Context: an optimization exercise on an open-source flow, tuned for small area, a short achievable clock period and few clock cycles per item. The choices shown serve that exercise and are no tape-out recipe. At most, simulation tests tie the RTL to the original design; equivalence was not proved.

==> v10 <==
// balance_car_motor_drive
module balance_car_motor_drive (
  input  wire logic        clk_i,
  input  wire logic        rst_ni,
  input  wire logic        cfg_we_i,
  input  wire logic [2:0]  cfg_idx_i,
  input  wire logic [14:0] cfg_data_i,
  input  wire logic        s_axis_tvalid_i,
  output logic             s_axis_tready_o,
  input  wire logic [95:0] s_axis_tdata_i,
  output logic             m_axis_tvalid_o,
  input  wire logic        m_axis_tready_i,
  output logic [31:0]      m_axis_tdata_o
);
clock: 12.0 ns
lec_check: 0
cap_margin: 20
core_margin: 2
core_utilization: 65
place_density: 0.75
setup_slack_margin: 5
slew_margin: 20
synth_hierarchical: 1
synth_minimum_keep_size: 0
run.sh (not shown) runs the stock make flow with config.mk's settings and CLKGATE_MAP_FILE= SYNTH_SCRIPT=/design/flow/synth_recipe.tcl, a recipe that flattens the netlist after the stock synthesis.
==> v34: changes against v10 <==
--- a/flow/design.v
+++ b/flow/design.v
@@ -2347,15 +2347,15 @@
   wire l_50 = (1'b1 & l_22) | (1'b1 & l_23) | (l_22 & l_23);
   wire l_51 = 1'b1 ^ l_24 ^ l_25;
   wire l_52 = (1'b1 & l_24) | (1'b1 & l_25) | (l_24 & l_25);
   wire l_53 = 1'b1 ^ l_26;
   wire l_54 = 1'b1 & l_26;
   wire [15:0] l_ra = {1'b1, 1'b1, l_52, l_50, l_48, l_46, l_44, l_42, l_40, l_38, l_36, l_34, l_32, l_30, l_28, l_1};
   wire [15:0] l_rb = {1'b0, l_54, l_53, l_51, l_49, l_47, l_45, l_43, l_41, l_39, l_37, l_35, l_33, l_31, l_29, l_27};
-  assign lsl = 16'(l_ra + l_rb + {15'd0, vc});
+  assign lsl = 16'(l_ra + l_rb);
   wire r_1 = c_3 ^ c_61;
   wire r_2 = c_3 & c_61;
   wire r_3 = c_62 ^ c_63;
   wire r_4 = c_62 & c_63;
   wire r_5 = c_64 ^ c_65;
   wire r_6 = c_64 & c_65;
   wire r_7 = c_66 ^ c_67;
@@ -2404,15 +2404,15 @@
   wire r_50 = (1'b1 & r_22) | (1'b1 & r_23) | (r_22 & r_23);
   wire r_51 = 1'b1 ^ r_24 ^ r_25;
   wire r_52 = (1'b1 & r_24) | (1'b1 & r_25) | (r_24 & r_25);
   wire r_53 = 1'b1 ^ r_26;
   wire r_54 = 1'b1 & r_26;
   wire [15:0] r_ra = {1'b1, 1'b1, r_52, r_50, r_48, r_46, r_44, r_42, r_40, r_38, r_36, r_34, r_32, r_30, r_28, r_1};
   wire [15:0] r_rb = {1'b0, r_54, r_53, r_51, r_49, r_47, r_45, r_43, r_41, r_39, r_37, r_35, r_33, r_31, r_29, r_27};
-  assign rsl = 16'(r_ra + r_rb + {15'd0, vc});
+  assign rsl = 16'(r_ra + r_rb);
 endmodule
 module bcmd_magtree (
   input  wire [15:0] xs,
   input  wire cz,
   output wire [10:0] mag
 );
   wire [28:0] m_sum;
@@ -2547,71 +2547,72 @@
   assign m_sum = 29'(m_ra + m_rb);
   assign mag = m_sum[28:18];
 endmodule
 module bcmd_integ (
   input  wire [15:0] ig,
   input  wire [17:0] t,
   input  wire c2,
-  input  wire [8:0] nm,
+  input  wire mneg,
   input  wire mpos,
+  input  wire [7:0] spd,
   input  wire [14:0] lim,
   output wire [15:0] integ
 );
-  wire i_1 = ig[8] ^ t[8];
-  wire i_2 = ig[8] & t[8];
-  wire i_3 = ig[0] ^ t[0];
-  wire i_4 = ig[0] & t[0];
-  wire i_5 = ig[1] ^ t[1];
-  wire i_6 = ig[1] & t[1];
+  wire i_1 = ig[0] ^ t[0];
+  wire i_2 = ig[0] & t[0];
+  wire i_3 = c2 ^ ((mneg & spd[0]) | (mpos & ~spd[0]));
+  wire i_4 = c2 & ((mneg & spd[0]) | (mpos & ~spd[0]));
+  wire i_5, i_6;
+  bcmd_fa u_i_5 (.a(ig[1]), .b(t[1]), .c(((mneg & spd[1]) | (mpos & ~spd[1]))), .s(i_5), .co(i_6));
   wire i_7 = ig[2] ^ t[2];
   wire i_8 = ig[2] & t[2];
   wire i_9 = ig[3] ^ t[3];
   wire i_10 = ig[3] & t[3];
   wire i_11 = ig[4] ^ t[4];
   wire i_12 = ig[4] & t[4];
   wire i_13 = ig[5] ^ t[5];
   wire i_14 = ig[5] & t[5];
   wire i_15 = ig[6] ^ t[6];
   wire i_16 = ig[6] & t[6];
   wire i_17 = ig[7] ^ t[7];
   wire i_18 = ig[7] & t[7];
-  wire i_19 = nm[8] ^ ~mpos ^ 1'b1;
-  wire i_20 = (nm[8] & ~mpos) | (nm[8] & 1'b1) | (~mpos & 1'b1);
-  wire i_21 = ig[9] ^ t[9] ^ 1'b1;
-  wire i_22 = (ig[9] & t[9]) | (ig[9] & 1'b1) | (t[9] & 1'b1);
+  wire i_19, i_20;
+  bcmd_fa u_i_19 (.a(ig[8]), .b(t[8]), .c(~mpos), .s(i_19), .co(i_20));
+  wire i_21 = ig[9] ^ t[9];
+  wire i_22 = ig[9] & t[9];
   wire i_23 = ig[10] ^ t[10];
   wire i_24 = ig[10] & t[10];
   wire i_25 = ig[11] ^ t[11];
   wire i_26 = ig[11] & t[11];
   wire i_27 = ig[12] ^ t[12];
   wire i_28 = ig[12] & t[12];
   wire i_29 = ig[13] ^ t[13];
   wire i_30 = ig[13] & t[13];
   wire i_31 = ig[14] ^ t[14];
   wire i_32 = ig[14] & t[14];
-  wire i_33 = c2 ^ nm[0];
-  wire i_34 = c2 & nm[0];
+  wire i_33 = mpos ^ i_1;
+  wire i_34 = mpos & i_1;
   wire i_35, i_36;
-  bcmd_fa u_i_35 (.a(nm[1]), .b(i_4), .c(i_5), .s(i_35), .co(i_36));
+  bcmd_fa u_i_35 (.a(i_2), .b(i_4), .c(i_5), .s(i_35), .co(i_36));
   wire i_37, i_38;
-  bcmd_fa u_i_37 (.a(nm[2]), .b(i_6), .c(i_7), .s(i_37), .co(i_38));
+  bcmd_fa u_i_37 (.a(((mneg & spd[2]) | (mpos & ~spd[2]))), .b(i_6), .c(i_7), .s(i_37), .co(i_38));
   wire i_39, i_40;
-  bcmd_fa u_i_39 (.a(nm[3]), .b(i_8), .c(i_9), .s(i_39), .co(i_40));
+  bcmd_fa u_i_39 (.a(((mneg & spd[3]) | (mpos & ~spd[3]))), .b(i_8), .c(i_9), .s(i_39), .co(i_40));
   wire i_41, i_42;
-  bcmd_fa u_i_41 (.a(nm[4]), .b(i_10), .c(i_11), .s(i_41), .co(i_42));
+  bcmd_fa u_i_41 (.a(((mneg & spd[4]) | (mpos & ~spd[4]))), .b(i_10), .c(i_11), .s(i_41), .co(i_42));
   wire i_43, i_44;
-  bcmd_fa u_i_43 (.a(nm[5]), .b(i_12), .c(i_13), .s(i_43), .co(i_44));
+  bcmd_fa u_i_43 (.a(((mneg & spd[5]) | (mpos & ~spd[5]))), .b(i_12), .c(i_13), .s(i_43), .co(i_44));
   wire i_45, i_46;
-  bcmd_fa u_i_45 (.a(nm[6]), .b(i_14), .c(i_15), .s(i_45), .co(i_46));
+  bcmd_fa u_i_45 (.a(((mneg & spd[6]) | (mpos & ~spd[6]))), .b(i_14), .c(i_15), .s(i_45), .co(i_46));
   wire i_47, i_48;
-  bcmd_fa u_i_47 (.a(nm[7]), .b(i_16), .c(i_17), .s(i_47), .co(i_48));
-  wire i_49, i_50;
-  bcmd_fa u_i_49 (.a(i_1), .b(i_18), .c(i_19), .s(i_49), .co(i_50));
-  wire i_51, i_52;
-  bcmd_fa u_i_51 (.a(i_2), .b(i_20), .c(i_21), .s(i_51), .co(i_52));
+  bcmd_fa u_i_47 (.a(((mneg & spd[7]) | (mpos & ~spd[7]))), .b(i_16), .c(i_17), .s(i_47), .co(i_48));
+  wire i_49 = 1'b1 ^ i_18 ^ i_19;
+  wire i_50 = (1'b1 & i_18) | (1'b1 & i_19) | (i_18 & i_19);
+  wire i_51 = 1'b1 ^ i_20 ^ i_21;
+  wire i_52 = (1'b1 & i_20) | (1'b1 & i_21) | (i_20 & i_21);
   wire i_53 = 1'b1 ^ i_22 ^ i_23;
   wire i_54 = (1'b1 & i_22) | (1'b1 & i_23) | (i_22 & i_23);
   wire i_55 = 1'b1 ^ i_24 ^ i_25;
   wire i_56 = (1'b1 & i_24) | (1'b1 & i_25) | (i_24 & i_25);
   wire i_57 = 1'b1 ^ i_26 ^ i_27;
   wire i_58 = (1'b1 & i_26) | (1'b1 & i_27) | (i_26 & i_27);
   wire i_59 = 1'b1 ^ i_28 ^ i_29;
@@ -2906,53 +2907,49 @@
       dec_fwd  = 1'b0;
       dec_back = 1'b0;
     end
   end
   logic [16:0] s1_angle;
   logic [18:0] s1_rate;
   logic [15:0] s1_yaw;
-  logic [12:0] s1_slo;
-  logic [3:0]  s1_lh, s1_rh;
+  logic [16:0] s1_sum;
   logic        s1_mneg, s1_mpos, s1_turn, s1_tl, s1_gate, s1_stop;
   always_ff @(posedge clk_i) begin
     if (adv) begin
       s1_angle <= s_axis_tdata_i[16:0];
       s1_rate  <= s_axis_tdata_i[35:17];
       s1_yaw   <= (dec_fwd || dec_back) ? s_axis_tdata_i[51:36] : 16'd0;
-      s1_slo   <= {1'b0, s_axis_tdata_i[63:52]} + {1'b0, s_axis_tdata_i[79:68]};
-      s1_lh    <= s_axis_tdata_i[67:64];
-      s1_rh    <= s_axis_tdata_i[83:80];
+      s1_sum   <= {s_axis_tdata_i[67], s_axis_tdata_i[67:52]}
+                  + {s_axis_tdata_i[83], s_axis_tdata_i[83:68]};
       s1_mneg  <= dec_fwd && !dec_back;
       s1_mpos  <= dec_back && !dec_fwd;
       s1_turn  <= in_cmd[3];
       s1_tl    <= in_cmd[1];
       s1_gate  <= s_axis_tdata_i[94] && !s_axis_tdata_i[93];
       s1_stop  <= s_axis_tdata_i[93];
     end
   end
   logic [35:0] st1_xa, st1_xb;
   logic [15:0] st1_sh;
   bcmd_xtree u_xtree (.a(s1_angle), .r(s1_rate), .kp(bkp_q), .kd(bkd_q),
                       .xan(st1_xa), .xbn(st1_xb));
-  logic [16:0] st1_sum;
-  assign st1_sum = {{s1_lh[3], s1_lh} + {s1_rh[3], s1_rh} + {4'd0, s1_slo[12]}, s1_slo[11:0]};
-  bcmd_shtree u_shtree (.sm(st1_sum), .sh(st1_sh));
+  bcmd_shtree u_shtree (.sm(s1_sum), .sh(st1_sh));
   logic [35:0] s2_xa, s2_xb;
   logic [15:0] s2_sh;
   logic        s2_slnz;
   logic [9:0]  s2_stepl;
   logic [15:0] s2_yaw;
   logic        s2_mneg, s2_mpos, s2_turn, s2_tl, s2_gate, s2_stop;
   always_ff @(posedge clk_i) begin
     if (adv) begin
       s2_xa    <= st1_xa;
       s2_xb    <= st1_xb;
       s2_sh    <= st1_sh;
-      s2_slnz  <= s1_slo[7:0] != 8'd0;
-      s2_stepl <= bcmd_pkg::step_of(st1_sum);
+      s2_slnz  <= s1_sum[7:0] != 8'd0;
+      s2_stepl <= bcmd_pkg::step_of(s1_sum);
       s2_yaw   <= s1_yaw;
       s2_mneg  <= s1_mneg;
       s2_mpos  <= s1_mpos;
       s2_turn  <= s1_turn;
       s2_tl    <= s1_tl;
       s2_gate  <= s1_gate;
       s2_stop  <= s1_stop;
@@ -2989,33 +2986,32 @@
     if (adv && v2_q) stepv_q <= st2_step;
   end
   logic [19:0] s3_bal;
   logic        s3_bc;
   logic [17:0] s3_ft;
   logic        s3_fc;
   logic [15:0] s3_yaw;
-  logic [8:0]  s3_nm;
-  logic        s3_mpos, s3_gate, s3_stop;
+  logic        s3_mneg, s3_mpos, s3_gate, s3_stop;
   always_ff @(posedge clk_i) begin
     if (adv) begin
       s3_bal  <= st2_x[35:16];
       s3_ft   <= st2_tn;
       s3_fc   <= st2_tn[17] && s2_slnz;
       s3_bc   <= st2_x[35] && (st2_x[15:0] != 16'd0);
       s3_yaw  <= s2_yaw;
-      s3_nm   <= s2_mneg ? {1'b0, drv_spd_q} : s2_mpos ? 9'd256 - {1'b0, drv_spd_q} : 9'd0;
+      s3_mneg <= s2_mneg;
       s3_mpos <= s2_mpos;
       s3_gate <= s2_gate;
       s3_stop <= s2_stop;
     end
   end
   logic [15:0] integ_q;
   logic [15:0] st3_integ;
-  bcmd_integ u_integ (.ig(integ_q), .t(s3_ft), .c2(s3_fc), .nm(s3_nm), .mpos(s3_mpos),
-                      .lim(int_lim_q), .integ(st3_integ));
+  bcmd_integ u_integ (.ig(integ_q), .t(s3_ft), .c2(s3_fc), .mneg(s3_mneg),
+                      .mpos(s3_mpos), .spd(drv_spd_q), .lim(int_lim_q), .integ(st3_integ));
   always_ff @(posedge clk_i or negedge rst_ni) begin
     if (!rst_ni) begin
       integ_q <= '0;
     end else if (adv && v3_q) begin
       integ_q <= s3_stop ? 16'd0 : st3_integ;
     end
   end
@@ -3071,38 +3067,41 @@
   logic        st5_vc, st5_hp1, st5_h0, st5_hm1, st5_hm2, st5_hm3, st5_hneg;
   logic [15:0] st5_lsl, st5_rsl;
   bcmd_mixsum u_mix (.ta(s5_ta), .tb(s5_tb), .c8(s5_c8), .nz(s5_nz), .bal(s5_bal), .bc(s5_bc),
                      .mag(s5_mag), .s(s5_s), .vc(st5_vc), .hp1(st5_hp1), .h0(st5_h0),
                      .hm1(st5_hm1), .hm2(st5_hm2), .hm3(st5_hm3), .hneg(st5_hneg),
                      .lsl(st5_lsl), .rsl(st5_rsl));
   logic [15:0] s6_lsl, s6_rsl;
-  logic        s6_hp1, s6_h0, s6_hm1, s6_hm2, s6_hm3, s6_hneg, s6_gate;
+  logic        s6_vc, s6_hp1, s6_h0, s6_hm1, s6_hm2, s6_hm3, s6_hneg, s6_gate;
   always_ff @(posedge clk_i) begin
     if (adv) begin
       s6_lsl  <= st5_lsl;
       s6_rsl  <= st5_rsl;
+      s6_vc   <= st5_vc;
       s6_hp1  <= st5_hp1;
       s6_h0   <= st5_h0;
       s6_hm1  <= st5_hm1;
       s6_hm2  <= st5_hm2;
       s6_hm3  <= st5_hm3;
       s6_hneg <= st5_hneg;
       s6_gate <= s5_gate;
     end
   end
-  function automatic logic [13:0] drive(input logic [15:0] sl,
+  function automatic logic [13:0] drive(input logic [15:0] sl, input logic vc,
                                         input logic hp1, input logic h0, input logic hm1,
                                         input logic hm2, input logic hm3, input logic hneg,
                                         input logic [12:0] pl, input logic on);
+    logic [13:0] lo1;
     logic [12:0] lo;
     logic [2:0]  c;
     logic        is0, ism1, neg;
     logic [13:0] lp;
-    lo   = sl[12:0];
-    c    = sl[15:13];
+    lo1  = {1'b0, sl[12:0]} + {13'd0, vc};
+    lo   = lo1[12:0];
+    c    = sl[15:13] + {2'd0, lo1[13]};
     is0  = (c == 3'b111 && hp1) || (c == 3'b000 && h0) || (c == 3'b001 && hm1) ||
            (c == 3'b010 && hm2);
     ism1 = (c == 3'b111 && h0) || (c == 3'b000 && hm1) || (c == 3'b001 && hm2) ||
            (c == 3'b010 && hm3);
     neg  = hneg && !(hm1 && c == 3'b010);
     lp   = {1'b0, lo} + {1'b0, pl};
     if (!on) begin
@@ -3115,17 +3114,17 @@
       drive[13]   = 1'b1;
     end else begin
       drive[12:0] = pl;
       drive[13]   = neg || (pl == 13'd0);
     end
   endfunction
   logic [27:0] st6_res;
-  assign st6_res = {drive(s6_rsl, s6_hp1, s6_h0, s6_hm1, s6_hm2, s6_hm3, s6_hneg,
+  assign st6_res = {drive(s6_rsl, s6_vc, s6_hp1, s6_h0, s6_hm1, s6_hm2, s6_hm3, s6_hneg,
                           pwm_lim_q, s6_gate),
-                    drive(s6_lsl, s6_hp1, s6_h0, s6_hm1, s6_hm2, s6_hm3, s6_hneg,
+                    drive(s6_lsl, s6_vc, s6_hp1, s6_h0, s6_hm1, s6_hm2, s6_hm3, s6_hneg,
                           pwm_lim_q, s6_gate)};
   logic exit_v, take;
   assign exit_v = v6_q && adv;
   assign take   = ovalid_q && m_axis_tready_i;
   always_ff @(posedge clk_i or negedge rst_ni) begin
     if (!rst_ni) begin
       fwd_q    <= 1'b0;
Settings changed: CORE_UTILIZATION 65 to 75, PLACE_DENSITY 0.75 to 0.85.
==> v2: changes against v10 <==
Settings changed: CORE_UTILIZATION 65 to 55, PLACE_DENSITY 0.75 to 0.65.
==> v30: changes against v10 <==
Settings changed: GPL_ROUTABILITY_DRIVEN set to 0.
==> impl_results.md <==
* Status: timing/DRC/antenna clean
* Fin worst setup slack at 6.94 ns
* Flop-to-flop setup slack at 6.94 ns
* Largest net degree at the start of global routing at 134
* Critical Path Sink: s6_lsl[14]$_DFFE_PN_
* DIE AREA at 130,000 sq um
That was v2.
==> impl_results.md <==
* DIE AREA at 110,000 sq um
* Fin worst setup slack at 6.94 ns
* CLK BUF at 107
* Slew headroom at 23.1%
* Met3 WL post-DR at 13,500 um
* HP Start: s3_bal[4]$_DFFE_PN_
* WL met2 at 79,800 um
* Largest net degree at the start of global routing at 165
* Status: timing/DRC/antenna clean
* Critical Path Sink: s6_lsl[14]$_DFFE_PN_
* CP max-delay cell: o41ai_1
That was v10.
==> impl_results.md <==
* Status: timing/DRC/antenna clean
* WS Path Type: reg2reg
* DIE AREA at 110,000 sq um
* HP Start: s4_bal[6]$_DFFE_PN_
* Fin worst setup slack at 6.90 ns
* Largest net degree at the start of global routing at 190
* Io pins at 153
* Critical Path Sink: s6_lsl[14]$_DFFE_PN_
* WL met2 at 77,100 um
* Num tapcells at 1,403
* Syn. warnings at 7
* Nets at 7,695
That was v30.
==> impl_results.md <==
* Largest net degree at the start of global routing at 193
* Critical Path Sink: odata_q[4]$_DFFE_PN_
* Flop-to-flop setup slack at 6.77 ns
* DIE AREA at 95,700 sq um
* Status: timing/DRC/antenna clean
* Fin worst setup slack at 6.77 ns
That was v34.
Testbench counts of v34, summed over its fixed seeds: cycles 3,264, items 3,200.
Only the layout flow was run in v10, v2 and v30; the RTL was not checked for function there.

separate check: timing with driven ports:
Ports are ideal in the flow. The routed layouts listed here were re-timed in OpenROAD.
Step 1: set_driving_cell puts a clkbuf_16 on clk_i and a buf_2 on each other input, an assumption about the parent block.
Step 2 adds t to the input delays and takes it off the output delays; t is the mean of the earliest and latest rising clock arrival at the registers after step 1. Input paths then give back, and output paths get back, about the clock's delay inside the block.
Slacks: ideal / step 1 / step 2; pairs: ideal / step 1.
run | t, ns | setup WS [ns] | hold slack, ns | pins driven straight from the clock port
v10 | 0.732 | 6.938 / 6.938 / 6.930 | 0.406 / 0.406 / 0.406 | 1
v34 | 0.754 | 6.772 / 6.772 / 6.155 | 0.398 / 0.398 / 0.398 | 1
v2 | 0.768 | 6.941 / 6.941 / 6.941 | 0.413 / 0.413 / 0.413 | 1
v30 | 0.732 | 6.901 / 6.901 / 6.901 | 0.407 / 0.407 / 0.407 | 1
After both steps every run listed still meets setup and hold. For v34, which loses most, drivers alone change the setup slack by 0.000 ns; drivers and shift together by -0.617 ns.
